Source: an optimization exercise on an open RTL-to-GDS flow (aim: small area, a short achievable clock period and few clock cycles). Production flows keep margins and buffers that such runs may drop. In this exercise RTL edits were held to simulation tests only and were not proved equivalent to the original. Power is estimated from default activity; no workload was simulated.

==> 06-13 <==
==> flow/design.v <==
`timescale 1ns/1ps
module rv_core (
    input  logic        clk,
    input  logic        rst_n,
    input  logic [31:0] i_imem_rdata,
    input  logic        i_imem_stall,
    output logic [29:0] o_imem_addr,
    output logic [31:0] o_pc,
    output logic        o_wb_valid,
    output logic [4:0]  o_wb_rd,
    output logic [31:0] o_wb_data
);
    logic [29:0] pc_q;
    logic [31:0] iw;
    assign o_imem_addr = pc_q;
    assign o_pc        = {pc_q, 2'b00};
    assign iw = {i_imem_rdata[7:0], i_imem_rdata[15:8],
                 i_imem_rdata[23:16], i_imem_rdata[31:24]};
    always_ff @(posedge clk or negedge rst_n) begin
        if (!rst_n) pc_q <= '0;
        else if (!i_imem_stall) pc_q <= pc_q + 30'd1;
    end
    logic        f_wen;         
    logic        f_isop;        
    logic [31:20] f_hi;         
    logic [14:7] f_lo;          
    logic [3:0]  f_r1h, f_r2h;  
    logic [7:0]  f_r1l, f_r2l;  
    logic        f_fa, f_fb;    
    logic        f_w1, f_w2;    
    logic        e_wen;         
    logic [4:0]  e_rd;
    logic        i_exec, i_isop, i_fa, i_fb, i_w1, i_w2;
    logic [4:0]  i_rs1, i_rs2;
    assign i_rs1  = iw[19:15];
    assign i_rs2  = iw[24:20];
    assign i_isop = iw[5];
    assign i_exec = (iw[6:0] == 7'b0110011 || iw[6:0] == 7'b0010011);
    assign i_fa = f_wen && (f_lo[11:7] == i_rs1);
    assign i_fb = f_wen && (f_lo[11:7] == i_rs2) && i_isop;
    assign i_w1 = !i_fa && e_wen && (e_rd == i_rs1);
    assign i_w2 = !i_fb && e_wen && (e_rd == i_rs2) && i_isop;
    always_ff @(posedge clk or negedge rst_n) begin
        if (!rst_n) f_wen <= 1'b0;
        else f_wen <= !i_imem_stall && (iw[11:7] != 5'd0) && i_exec;
    end
    always_ff @(posedge clk) begin
        f_isop <= i_isop;
        f_hi   <= iw[31:20];
        f_lo   <= iw[14:7];
        f_fa   <= i_fa;
        f_fb   <= i_fb;
        f_w1   <= i_w1;
        f_w2   <= i_w2;
        for (int k = 0; k < 4; k++) begin
            f_r1h[k] <= (i_rs1[4:3] == k) && !i_fa && !i_w1;
            f_r2h[k] <= (i_rs2[4:3] == k) && !i_fb && !i_w2 && i_isop;
        end
        for (int k = 0; k < 8; k++) begin
            f_r1l[k] <= (i_rs1[2:0] == k);
            f_r2l[k] <= (i_rs2[2:0] == k);
        end
    end
    logic [4:0]  d_rd;
    logic [2:0]  d_f3;
    logic        d_alt;
    logic [31:0] d_imm;
    assign d_rd  = f_lo[11:7];
    assign d_f3  = f_lo[14:12];
    assign d_alt = f_hi[30];
    assign d_imm = {{20{f_hi[31]}}, f_hi[31:20]};
    logic [31:1] rf_we;
    logic [31:1] rf_v;
    logic [31:1] s1, s2;
    logic [32*31-1:0] rf_q;     
    genvar g;
    generate
        for (g = 1; g < 32; g++) begin : rf
            logic [31:0] q;
            assign rf_we[g] = o_wb_valid && (o_wb_rd == g);
            always_ff @(posedge clk) begin
                if (rf_we[g]) q <= o_wb_data;
            end
            always_ff @(posedge clk or negedge rst_n) begin
                if (!rst_n) rf_v[g] <= 1'b0;
                else if (rf_we[g]) rf_v[g] <= 1'b1;
            end
            assign s1[g] = rf_v[g] && f_r1h[g / 8] && f_r1l[g % 8];
            assign s2[g] = rf_v[g] && f_r2h[g / 8] && f_r2l[g % 8];
            assign rf_q[32*(g-1) +: 32] = q;
        end
    endgenerate
    logic        d_sub;
    logic [31:0] d_an, d_bn;    
    assign d_sub = (d_f3 == 3'b000 && d_alt && f_isop) || d_f3 == 3'b010 || d_f3 == 3'b011;
    rd_port u_rd1 (.q(rf_q), .s(s1), .ex({32{f_w1}} & o_wb_data), .dn(d_an));
    rd_port u_rd2 (.q(rf_q), .s(s2), .ex(({32{f_w2}} & o_wb_data) | ({32{!f_isop}} & d_imm)),
                   .dn(d_bn));
    logic [31:0] e_an, e_bxn;
    logic        e_sub;         
    logic        e_sra;         
    logic        e_sll;         
    logic        e_s_sum, e_s_sll, e_s_srl, e_s_slt, e_s_sltu;
    logic        e_s_xor, e_s_or, e_s_and;
    always_ff @(posedge clk or negedge rst_n) begin
        if (!rst_n) e_wen <= 1'b0;
        else e_wen <= f_wen;
    end
    always_ff @(posedge clk) begin
        e_rd     <= d_rd;
        e_an     <= d_an;
        e_bxn    <= d_bn ^ {32{d_sub && !f_fb}};
        e_sub    <= d_sub;
        e_sra    <= d_alt && d_f3 == 3'b101;
        e_sll    <= d_f3 == 3'b001;
        e_s_sum  <= d_f3 == 3'b000;
        e_s_sll  <= d_f3 == 3'b001;
        e_s_slt  <= d_f3 == 3'b010;
        e_s_sltu <= d_f3 == 3'b011;
        e_s_xor  <= d_f3 == 3'b100;
        e_s_srl  <= d_f3 == 3'b101;
        e_s_or   <= d_f3 == 3'b110;
        e_s_and  <= d_f3 == 3'b111;
    end
    logic [31:0] x_an, x_bn;
    logic [31:0] a, bx, pp, gg, c, sr, sh, lg, y0, y1;
    logic        base0;
    assign a  = ~(e_an & x_an);
    assign bx = ~(e_bxn & x_bn);
    logic [31:0] gn0, tn0, g1, t1, gn2, tn2, g3, t3, gn4, tn4, g5, t5;
    ks_gt  u_gt (.a(a), .b(bx), .cin(e_sub), .gn(gn0), .tn(tn0));
    ks_p   u_p  (.a(a), .b(bx), .p(pp));
    assign gg = ~gn0;    
    ks_odd  #(.D(1))  u_l1 (.gn(gn0), .tn(tn0), .g(g1),  .t(t1));
    ks_even #(.D(2))  u_l2 (.g(g1),   .t(t1),   .gn(gn2), .tn(tn2));
    ks_odd  #(.D(4))  u_l3 (.gn(gn2), .tn(tn2), .g(g3),  .t(t3));
    ks_even #(.D(8))  u_l4 (.g(g3),   .t(t3),   .gn(gn4), .tn(tn4));
    ks_odd  #(.D(16)) u_l5 (.gn(gn4), .tn(tn4), .g(g5),  .t(t5));
    assign c = {g5[30:0], e_sub};
    logic [31:0] s0, s1_, s2_, s3_, s4_;
    logic        fill;
    assign fill = e_sra & a[31];
    sh_rev            u_rev (.x(a),   .s(e_sll), .y(s0));
    sh_lvl #(.D(16))  u_sh4 (.x(s0),  .s(bx[4]), .fill(!fill), .y(s1_));
    sh_lvl #(.D(8))   u_sh3 (.x(s1_), .s(bx[3]), .fill(fill),  .y(s2_));
    sh_lvl #(.D(4))   u_sh2 (.x(s2_), .s(bx[2]), .fill(!fill), .y(s3_));
    sh_lvl #(.D(2))   u_sh1 (.x(s3_), .s(bx[1]), .fill(fill),  .y(s4_));
    sh_lvl #(.D(1))   u_sh0 (.x(s4_), .s(bx[0]), .fill(!fill), .y(sr));
    always_comb begin
        for (int i = 0; i < 32; i++) sh[i] = (e_s_srl & sr[i]) | (e_s_sll & sr[31-i]);
    end
    assign lg = ({32{e_s_xor}} & pp) | ({32{e_s_or}} & ~tn0) | ({32{e_s_and}} & gg);
    assign y0 = ({32{e_s_sum}} & pp)  | lg;
    assign y1 = ({32{e_s_sum}} & ~pp) | lg;
    logic [31:0] m_wb, m_xa, m_xb, r_wb, r_xa, r_xb;
    logic        d_sb, k_sh1, k_sh0, e_shift;
    assign e_shift = e_s_srl | e_s_sll;
    assign d_sb  = d_sub && f_fb;
    assign k_sh1 = f_fb && !d_sub;
    assign k_sh0 = d_sb && e_shift;
    res_sel u_rwb (.c(c), .y0(y0), .y1(y1), .r(m_wb));
    res_sel u_rxa (.c(c), .y0(y0 & {32{f_fa}}), .y1(y1 & {32{f_fa}}), .r(m_xa));
    res_sel u_rxb (.c(c), .y0((y0 & {32{f_fb}}) ^ {32{d_sb && !e_shift}}),
                   .y1((y1 & {32{f_fb}}) ^ {32{d_sb && !e_shift}}), .r(m_xb));
    always_comb begin
        for (int i = 0; i < 32; i++) begin
            r_wb[i] = m_wb[i] | sh[i];
            r_xa[i] = ~(m_xa[i] | (sh[i] & f_fa));
            r_xb[i] = ~(m_xb[i] | (sh[i] ? k_sh1 : k_sh0));
        end
    end
    logic [3:0] ev_wb, ev_xa, ev_xb;
    logic       r0_wb, r0_xa, r0_xb, m0_wb, m0_xa, m0_xb;
    assign base0 = e_sub ? y1[0] : y0[0];
    always_comb begin
        for (int k = 0; k < 4; k++) begin
            ev_wb[k] = base0 | (e_s_slt & (pp[31] ? !k[0] : a[31])) | (e_s_sltu & !k[1]);
            ev_xa[k] = f_fa & ev_wb[k];
            ev_xb[k] = (f_fb & ev_wb[k]) ^ (d_sb && !e_shift);
        end
    end
    sel4 u_s0wb (.c0(c[31]), .c1(g5[31]), .v(ev_wb), .r(m0_wb));
    sel4 u_s0xa (.c0(c[31]), .c1(g5[31]), .v(ev_xa), .r(m0_xa));
    sel4 u_s0xb (.c0(c[31]), .c1(g5[31]), .v(ev_xb), .r(m0_xb));
    assign r0_wb = m0_wb | sh[0];
    assign r0_xa = ~(m0_xa | (sh[0] & f_fa));
    assign r0_xb = ~(m0_xb | (sh[0] ? k_sh1 : k_sh0));
    always_ff @(posedge clk or negedge rst_n) begin
        if (!rst_n) o_wb_valid <= 1'b0;
        else o_wb_valid <= e_wen;
    end
    always_ff @(posedge clk) begin
        o_wb_rd   <= e_rd;
        o_wb_data <= {r_wb[31:1], r0_wb};
        x_an      <= {r_xa[31:1], r0_xa};
        x_bn      <= {r_xb[31:1], r0_xb};
    end
endmodule
module res_sel (
    input  logic [31:0] c,
    input  logic [31:0] y0,
    input  logic [31:0] y1,
    output logic [31:0] r
);
    always_comb begin
        for (int i = 0; i < 32; i++) r[i] = c[i] ? y1[i] : y0[i];
    end
endmodule
module ks_gt (
    input  logic [31:0] a,
    input  logic [31:0] b,
    input  logic        cin,
    output logic [31:0] gn,
    output logic [31:0] tn
);
    assign gn = {~(a[31:1] & b[31:1]), ~((a[0] & b[0]) | ((a[0] | b[0]) & cin))};
    assign tn = ~(a | b);
endmodule
module ks_p (
    input  logic [31:0] a,
    input  logic [31:0] b,
    output logic [31:0] p
);
    assign p = a ^ b;
endmodule
module ks_odd #(parameter int D = 1) (
    input  logic [31:0] gn,
    input  logic [31:0] tn,
    output logic [31:0] g,
    output logic [31:0] t
);
    assign g = ~(gn & (tn | {gn[31-D:0], {D{1'b1}}}));
    assign t = ~(tn | {tn[31-D:0], {D{1'b0}}});
endmodule
module ks_even #(parameter int D = 1) (
    input  logic [31:0] g,
    input  logic [31:0] t,
    output logic [31:0] gn,
    output logic [31:0] tn
);
    assign gn = ~(g | (t & {g[31-D:0], {D{1'b0}}}));
    assign tn = ~(t & {t[31-D:0], {D{1'b1}}});
endmodule
module sh_rev (
    input  logic [31:0] x,
    input  logic        s,
    output logic [31:0] y
);
    always_comb begin
        for (int i = 0; i < 32; i++) y[i] = ~(s ? x[31-i] : x[i]);
    end
endmodule
module sh_lvl #(parameter int D = 1) (
    input  logic [31:0] x,
    input  logic        s,
    input  logic        fill,
    output logic [31:0] y
);
    assign y = ~(s ? {{D{fill}}, x[31:D]} : x);
endmodule
module rd_port (
    input  logic [32*31-1:0] q,
    input  logic [31:1]      s,
    input  logic [31:0]      ex,
    output logic [31:0]      dn
);
    logic [32*11-1:0] m;
    genvar j, b;
    generate
        for (j = 0; j < 10; j++) begin : grp
            for (b = 0; b < 32; b++) begin : bit_
                aoi222 u_aoi (
                    .a0(s[3*j+1]), .b0(q[32*(3*j)   + b]),
                    .a1(s[3*j+2]), .b1(q[32*(3*j+1) + b]),
                    .a2(s[3*j+3]), .b2(q[32*(3*j+2) + b]),
                    .y(m[32*j + b]));
            end
        end
    endgenerate
    logic [31:0] n0, n1, n2;
    generate
        for (b = 0; b < 32; b++) begin : bit2_
            aoi21  u_m10 (.a0(s[31]), .b0(q[32*30 + b]), .c(ex[b]), .y(m[32*10 + b]));
            nand4m u_n0  (.a(m[b]),       .b(m[32 + b]),  .c(m[64 + b]),  .d(m[96 + b]),  .y(n0[b]));
            nand4m u_n1  (.a(m[128 + b]), .b(m[160 + b]), .c(m[192 + b]), .d(m[224 + b]), .y(n1[b]));
            nand3m u_n2  (.a(m[256 + b]), .b(m[288 + b]), .c(m[320 + b]), .y(n2[b]));
            nor3m  u_o   (.a(n0[b]), .b(n1[b]), .c(n2[b]), .y(dn[b]));
        end
    endgenerate
endmodule
module aoi21 (
    input  logic a0, b0, c,
    output logic y
);
    assign y = ~((a0 & b0) | c);
endmodule
module nand4m (
    input  logic a, b, c, d,
    output logic y
);
    assign y = ~(a & b & c & d);
endmodule
module nand3m (
    input  logic a, b, c,
    output logic y
);
    assign y = ~(a & b & c);
endmodule
module nor3m (
    input  logic a, b, c,
    output logic y
);
    assign y = ~(a | b | c);
endmodule
module aoi222 (
    input  logic a0, b0, a1, b1, a2, b2,
    output logic y
);
    assign y = ~((a0 & b0) | (a1 & b1) | (a2 & b2));
endmodule
module sel4 (
    input  logic       c0,
    input  logic       c1,
    input  logic [3:0] v,
    output logic       r
);
    assign r = v[{c1, c0}];
endmodule
==> flow/run.sh <==
#!/bin/bash
# synth_recipe.tcl (not shown) runs the flow's synth.tcl, then flattens the netlist and writes it again
# the make line also repeats each setting of config.mk as NAME=value (left out here)
make -C /OpenROAD-flow-scripts/flow DESIGN_CONFIG=/design/flow/config.mk WORK_HOME=/design/flow/orfs CLKGATE_MAP_FILE= SYNTH_SCRIPT=/design/flow/synth_recipe.tcl finish
==> flow/config.mk <==
export PLATFORM = sky130hd
export DESIGN_NAME = rv_core
export DESIGN_NICKNAME = rv_core
export VERILOG_FILES = /design/flow/design.v
export SDC_FILE = /design/flow/constraint.sdc
export NUM_CORES = 4
export LEC_CHECK = 0
export CAP_MARGIN = 20
export CELL_PAD_IN_SITES_DETAIL_PLACEMENT = 1
export CELL_PAD_IN_SITES_GLOBAL_PLACEMENT = 1
export CORE_MARGIN = 2
export CORE_UTILIZATION = 40
export CTS_CLUSTER_DIAMETER = 80
export CTS_CLUSTER_SIZE = 25
export PLACE_DENSITY = 0.55
export SETUP_SLACK_MARGIN = 3.3
export SLEW_MARGIN = 20
export SYNTH_HIERARCHICAL = 1
export SYNTH_MINIMUM_KEEP_SIZE = 0
==> flow/constraint.sdc <==
create_clock -name core_clock -period 6.0 [get_ports {clk}]
set_input_delay 1.2000 -clock core_clock [delete_from_list [all_inputs] [get_ports {clk}]]
set_output_delay 1.2000 -clock core_clock [all_outputs]
set_load 0.01 [all_outputs]
==> 02-28 (differences from 06-13) <==
==> flow/design.v, changed modules only <==
module rv_core (
    input  logic        clk,
    input  logic        rst_n,
    input  logic [31:0] i_imem_rdata,
    input  logic        i_imem_stall,
    output logic [29:0] o_imem_addr,
    output logic [31:0] o_pc,
    output logic        o_wb_valid,
    output logic [4:0]  o_wb_rd,
    output logic [31:0] o_wb_data
);
    logic [29:0] pc_q;
    logic [31:0] iw;
    assign o_imem_addr = pc_q;
    assign o_pc        = {pc_q, 2'b00};
    assign iw = {i_imem_rdata[7:0], i_imem_rdata[15:8],
                 i_imem_rdata[23:16], i_imem_rdata[31:24]};
    always_ff @(posedge clk or negedge rst_n) begin
        if (!rst_n) pc_q <= '0;
        else if (!i_imem_stall) pc_q <= pc_q + 30'd1;
    end
    logic        f_wen;         
    logic        f_isop;        
    logic [31:20] f_hi;         
    logic [14:7] f_lo;          
    logic [3:0]  f_r1h, f_r2h;  
    logic [7:0]  f_r1l, f_r2l;  
    logic        f_fa, f_fb;    
    logic        f_w1, f_w2;    
    logic        e_wen;         
    logic [4:0]  e_rd;
    logic        i_exec, i_isop, i_fa, i_fb, i_w1, i_w2;
    logic [4:0]  i_rs1, i_rs2;
    assign i_rs1  = iw[19:15];
    assign i_rs2  = iw[24:20];
    assign i_isop = iw[5];
    assign i_exec = (iw[6:0] == 7'b0110011 || iw[6:0] == 7'b0010011);
    assign i_fa = f_wen && (f_lo[11:7] == i_rs1);
    assign i_fb = f_wen && (f_lo[11:7] == i_rs2) && i_isop;
    assign i_w1 = !i_fa && e_wen && (e_rd == i_rs1);
    assign i_w2 = !i_fb && e_wen && (e_rd == i_rs2) && i_isop;
    always_ff @(posedge clk or negedge rst_n) begin
        if (!rst_n) f_wen <= 1'b0;
        else f_wen <= !i_imem_stall && (iw[11:7] != 5'd0) && i_exec;
    end
    always_ff @(posedge clk) begin
        f_isop <= i_isop;
        f_hi   <= iw[31:20];
        f_lo   <= iw[14:7];
        f_fa   <= i_fa;
        f_fb   <= i_fb;
        f_w1   <= i_w1;
        f_w2   <= i_w2;
        for (int k = 0; k < 4; k++) begin
            f_r1h[k] <= (i_rs1[4:3] == k) && !i_fa && !i_w1;
            f_r2h[k] <= (i_rs2[4:3] == k) && !i_fb && !i_w2 && i_isop;
        end
        for (int k = 0; k < 8; k++) begin
            f_r1l[k] <= (i_rs1[2:0] == k);
            f_r2l[k] <= (i_rs2[2:0] == k);
        end
    end
    logic [4:0]  d_rd;
    logic [2:0]  d_f3;
    logic        d_alt;
    logic [31:0] d_imm;
    assign d_rd  = f_lo[11:7];
    assign d_f3  = f_lo[14:12];
    assign d_alt = f_hi[30];
    assign d_imm = {{20{f_hi[31]}}, f_hi[31:20]};
    logic [31:1] rf_we;
    logic [31:1] rf_v;
    logic [31:1] s1, s2;
    logic [32*31-1:0] rf_q;     
    genvar g;
    generate
        for (g = 1; g < 32; g++) begin : rf
            logic [31:0] q;
            assign rf_we[g] = o_wb_valid && (o_wb_rd == g);
            always_ff @(posedge clk) begin
                if (rf_we[g]) q <= o_wb_data;
            end
            always_ff @(posedge clk or negedge rst_n) begin
                if (!rst_n) rf_v[g] <= 1'b0;
                else if (rf_we[g]) rf_v[g] <= 1'b1;
            end
            assign s1[g] = rf_v[g] && f_r1h[g / 8] && f_r1l[g % 8];
            assign s2[g] = rf_v[g] && f_r2h[g / 8] && f_r2l[g % 8];
            assign rf_q[32*(g-1) +: 32] = q;
        end
    endgenerate
    logic        d_sub;
    logic [31:0] d_a, d_b;
    assign d_sub = (d_f3 == 3'b000 && d_alt && f_isop) || d_f3 == 3'b010 || d_f3 == 3'b011;
    rd_port u_rd1 (.q(rf_q), .s(s1), .ex({32{f_w1}} & o_wb_data), .d(d_a));
    rd_port u_rd2 (.q(rf_q), .s(s2), .ex(({32{f_w2}} & o_wb_data) | ({32{!f_isop}} & d_imm)),
                   .d(d_b));
    logic [31:0] e_a, e_bx;     
    logic        e_sub;         
    logic        e_sra;         
    logic        e_sll;         
    logic        e_s_sum, e_s_sll, e_s_srl, e_s_slt, e_s_sltu;
    logic        e_s_xor, e_s_or, e_s_and;
    always_ff @(posedge clk or negedge rst_n) begin
        if (!rst_n) e_wen <= 1'b0;
        else e_wen <= f_wen;
    end
    always_ff @(posedge clk) begin
        e_rd     <= d_rd;
        e_a      <= d_a;
        e_bx     <= d_b ^ {32{d_sub && !f_fb}};
        e_sub    <= d_sub;
        e_sra    <= d_alt && d_f3 == 3'b101;
        e_sll    <= d_f3 == 3'b001;
        e_s_sum  <= d_f3 == 3'b000;
        e_s_sll  <= d_f3 == 3'b001;
        e_s_slt  <= d_f3 == 3'b010;
        e_s_sltu <= d_f3 == 3'b011;
        e_s_xor  <= d_f3 == 3'b100;
        e_s_srl  <= d_f3 == 3'b101;
        e_s_or   <= d_f3 == 3'b110;
        e_s_and  <= d_f3 == 3'b111;
    end
    logic [31:0] x_a, x_b;      
    logic [31:0] a, bx, pp, gg, c, sr, sh, lg, y0, y1;
    logic        base0;
    assign a  = e_a | x_a;
    assign bx = e_bx | x_b;
    logic [31:0] gn0, tn0, g1, t1, gn2, tn2, g3, t3, gn4, tn4, g5, t5;
    ks_gt  u_gt (.a(a), .b(bx), .cin(e_sub), .gn(gn0), .tn(tn0));
    ks_p   u_p  (.a(a), .b(bx), .p(pp));
    assign gg = ~gn0;    
    ks_odd  #(.D(1))  u_l1 (.gn(gn0), .tn(tn0), .g(g1),  .t(t1));
    ks_even #(.D(2))  u_l2 (.g(g1),   .t(t1),   .gn(gn2), .tn(tn2));
    ks_odd  #(.D(4))  u_l3 (.gn(gn2), .tn(tn2), .g(g3),  .t(t3));
    ks_even #(.D(8))  u_l4 (.g(g3),   .t(t3),   .gn(gn4), .tn(tn4));
    ks_odd  #(.D(16)) u_l5 (.gn(gn4), .tn(tn4), .g(g5),  .t(t5));
    assign c = {g5[30:0], e_sub};
    logic [31:0] s0, s1_, s2_, s3_, s4_;
    logic        fill;
    assign fill = e_sra & a[31];
    sh_rev            u_rev (.x(a),   .s(e_sll), .y(s0));
    sh_lvl #(.D(16))  u_sh4 (.x(s0),  .s(bx[4]), .fill(!fill), .y(s1_));
    sh_lvl #(.D(8))   u_sh3 (.x(s1_), .s(bx[3]), .fill(fill),  .y(s2_));
    sh_lvl #(.D(4))   u_sh2 (.x(s2_), .s(bx[2]), .fill(!fill), .y(s3_));
    sh_lvl #(.D(2))   u_sh1 (.x(s3_), .s(bx[1]), .fill(fill),  .y(s4_));
    sh_lvl #(.D(1))   u_sh0 (.x(s4_), .s(bx[0]), .fill(!fill), .y(sr));
    always_comb begin
        for (int i = 0; i < 32; i++) sh[i] = (e_s_srl & sr[i]) | (e_s_sll & sr[31-i]);
    end
    assign lg = ({32{e_s_xor}} & pp) | ({32{e_s_or}} & ~tn0) | ({32{e_s_and}} & gg);
    assign y0 = ({32{e_s_sum}} & pp)  | lg;
    assign y1 = ({32{e_s_sum}} & ~pp) | lg;
    logic [31:0] m_wb, m_xa, m_xb, r_wb, r_xa, r_xb;
    logic        d_sb, k_sh1, k_sh0, e_shift;
    assign e_shift = e_s_srl | e_s_sll;
    assign d_sb  = d_sub && f_fb;
    assign k_sh1 = f_fb && !d_sub;
    assign k_sh0 = d_sb && e_shift;
    res_sel u_rwb (.c(c), .y0(y0), .y1(y1), .r(m_wb));
    res_sel u_rxa (.c(c), .y0(y0 & {32{f_fa}}), .y1(y1 & {32{f_fa}}), .r(m_xa));
    res_sel u_rxb (.c(c), .y0((y0 & {32{f_fb}}) ^ {32{d_sb && !e_shift}}),
                   .y1((y1 & {32{f_fb}}) ^ {32{d_sb && !e_shift}}), .r(m_xb));
    always_comb begin
        for (int i = 0; i < 32; i++) begin
            r_wb[i] = m_wb[i] | sh[i];
            r_xa[i] = m_xa[i] | (sh[i] & f_fa);
            r_xb[i] = m_xb[i] | (sh[i] ? k_sh1 : k_sh0);
        end
    end
    logic [3:0] ev_wb, ev_xa, ev_xb;
    logic       r0_wb, r0_xa, r0_xb, m0_wb, m0_xa, m0_xb;
    assign base0 = e_sub ? y1[0] : y0[0];
    always_comb begin
        for (int k = 0; k < 4; k++) begin
            ev_wb[k] = base0 | (e_s_slt & (pp[31] ? !k[0] : a[31])) | (e_s_sltu & !k[1]);
            ev_xa[k] = f_fa & ev_wb[k];
            ev_xb[k] = (f_fb & ev_wb[k]) ^ (d_sb && !e_shift);
        end
    end
    sel4 u_s0wb (.c0(c[31]), .c1(g5[31]), .v(ev_wb), .r(m0_wb));
    sel4 u_s0xa (.c0(c[31]), .c1(g5[31]), .v(ev_xa), .r(m0_xa));
    sel4 u_s0xb (.c0(c[31]), .c1(g5[31]), .v(ev_xb), .r(m0_xb));
    assign r0_wb = m0_wb | sh[0];
    assign r0_xa = m0_xa | (sh[0] & f_fa);
    assign r0_xb = m0_xb | (sh[0] ? k_sh1 : k_sh0);
    always_ff @(posedge clk or negedge rst_n) begin
        if (!rst_n) o_wb_valid <= 1'b0;
        else o_wb_valid <= e_wen;
    end
    always_ff @(posedge clk) begin
        o_wb_rd   <= e_rd;
        o_wb_data <= {r_wb[31:1], r0_wb};
        x_a       <= {r_xa[31:1], r0_xa};
        x_b       <= {r_xb[31:1], r0_xb};
    end
endmodule
module rd_port (
    input  logic [32*31-1:0] q,
    input  logic [31:1]      s,
    input  logic [31:0]      ex,
    output logic [31:0]      d
);
    logic [32*11-1:0] m;
    genvar j, b;
    generate
        for (j = 0; j < 10; j++) begin : grp
            for (b = 0; b < 32; b++) begin : bit_
                aoi222 u_aoi (
                    .a0(s[3*j+1]), .b0(q[32*(3*j)   + b]),
                    .a1(s[3*j+2]), .b1(q[32*(3*j+1) + b]),
                    .a2(s[3*j+3]), .b2(q[32*(3*j+2) + b]),
                    .y(m[32*j + b]));
            end
        end
    endgenerate
    assign m[32*10 +: 32] = ~(({32{s[31]}} & q[32*30 +: 32]) | ex);
    assign d = ~(m[0 +: 32] & m[32 +: 32] & m[64 +: 32] & m[96 +: 32]) |
               ~(m[128 +: 32] & m[160 +: 32] & m[192 +: 32] & m[224 +: 32]) |
               ~(m[256 +: 32] & m[288 +: 32] & m[320 +: 32]);
endmodule
// module aoi21 removed
// module nand4m removed
// module nand3m removed
// module nor3m removed
==> flow/config.mk (replaced) <==
export PLATFORM = sky130hd
export DESIGN_NAME = rv_core
export DESIGN_NICKNAME = rv_core
export VERILOG_FILES = /design/flow/design.v
export SDC_FILE = /design/flow/constraint.sdc
export NUM_CORES = 4
export LEC_CHECK = 0
export CAP_MARGIN = 20
export CELL_PAD_IN_SITES_DETAIL_PLACEMENT = 1
export CELL_PAD_IN_SITES_GLOBAL_PLACEMENT = 2
export CORE_MARGIN = 2
export CORE_UTILIZATION = 45
export CTS_CLUSTER_DIAMETER = 80
export CTS_CLUSTER_SIZE = 25
export PLACE_DENSITY = 0.6
export SETUP_SLACK_MARGIN = 3.6
export SLEW_MARGIN = 20
export SYNTH_HIERARCHICAL = 1
export SYNTH_MINIMUM_KEEP_SIZE = 0
==> 06-15 (differences from 06-13) <==
--- a/flow/config.mk
+++ b/flow/config.mk
@@ -13,7 +13,7 @@
 export CTS_CLUSTER_DIAMETER = 80
 export CTS_CLUSTER_SIZE = 25
 export PLACE_DENSITY = 0.55
-export SETUP_SLACK_MARGIN = 3.3
+export SETUP_SLACK_MARGIN = 3.6
 export SLEW_MARGIN = 20
 export SYNTH_HIERARCHICAL = 1
 export SYNTH_MINIMUM_KEEP_SIZE = 0
==> comparison table <==
quantity	06-15	02-28	06-13
Antenna cell count	5	8	4
Share of cells above drive strength 1	31.1%	29.3%	25.0%
Count of clock buffers in the final design	98	96	90
Switching power of the nets	4.49 mW	4.41 mW	4.42 mW
Combinational share of power	8.4%	10.1%	8.1%
Post-Route Skew	0.0518 ns	0.0791 ns	0.0676 ns
Layout overhead on the synthesized area	23.9%	24.6%	18.3%
Power Internal	13.0 mW	12.9 mW	13.1 mW
Worst R2R Path Depth	6	6	11
Portion of the layout cell area used by clock cells	3.74%	3.36%	4.04%
Worst min-delay path startpoint	f_lo[8]$_DFF_P_	e_rd[1]$_DFF_P_	e_rd[4]$_DFF_P_
Number of buffers created by CTS	75	72	78
FF+latch area	36200 um2	36200 um2	36200 um2
Clock latency on the worst-skew pair	0.76 ns	0.76 ns	0.74 ns
Sequential share of cell area	51.6%	51.2%	53.9%
Number of buffers outside the clock class in the layout	605	646	436
R2R Path End	e_bxn[20]$_DFF_P_	e_bx[8]$_DFF_P_	o_wb_data[31]$_DFF_P_
Slowest cell on crit path	nand4_1	a2111o_1	mux2i_1
Quantity of gates resized following cts	1132	1228	498
Detail Placement HPWL	152000 um	149000 um	150000 um
Result of the run	complete, no violations	complete, no violations	complete, no violations
Pwr per Cell Area	249 nW/um2	245 nW/um2	261 nW/um2
Slew @ Worst Pin	1.21 ns	1.00 ns	1.17 ns
Met1 track demand over resource	48.8%	53.0%	47.9%
Post-CTS Setup Inserts	215	233	104
Reg2Reg Launch Point	rf_v[10]$_DFFE_PN0P_	f_r2l[5]$_DFF_P_	e_sll$_DFF_P_
Data buffer area share	10.1%	11.7%	6.83%
Testbench counts of 06-13, summed over its fixed seeds: cycles 18,269.
Testbench counts of 02-28, summed over its fixed seeds: cycles 18,269.
Testbench counts of 06-15, summed over its fixed seeds: cycles 18,269.

port drivers added, routing unchanged:
Ports are ideal in the flow. The routed layouts listed here were re-timed in OpenROAD.
Step 1 assumes that a clkbuf_16 drives the clock port and a buf_2 every other input.
Step 2, shift: input delay + t, output delay - t, t = (earliest + latest rising clock arrival at the registers) / 2. This alone moves slack from input paths to output paths.
Slacks: ideal / step 1 / step 2; pairs: ideal / step 1.
run	t (ns)	slack for setup (ns)	worst setup path after step 2	slew at the worst register clock pin (ns)	worst data-port slew with drivers (ns)
06-13	0.792	3.181 / 3.181 / 2.794	input to register	0.11 / 0.11	0.06
02-28	0.806	3.080 / 3.080 / 2.961	input to register	0.11 / 0.11	0.06
06-15	0.808	3.221 / 3.221 / 2.873	input to register	0.11 / 0.11	0.07
After both steps every run listed still meets setup and hold. The setup slack of 06-13, which loses most, moves by 0.000 ns with the drivers and by -0.387 ns with both steps.
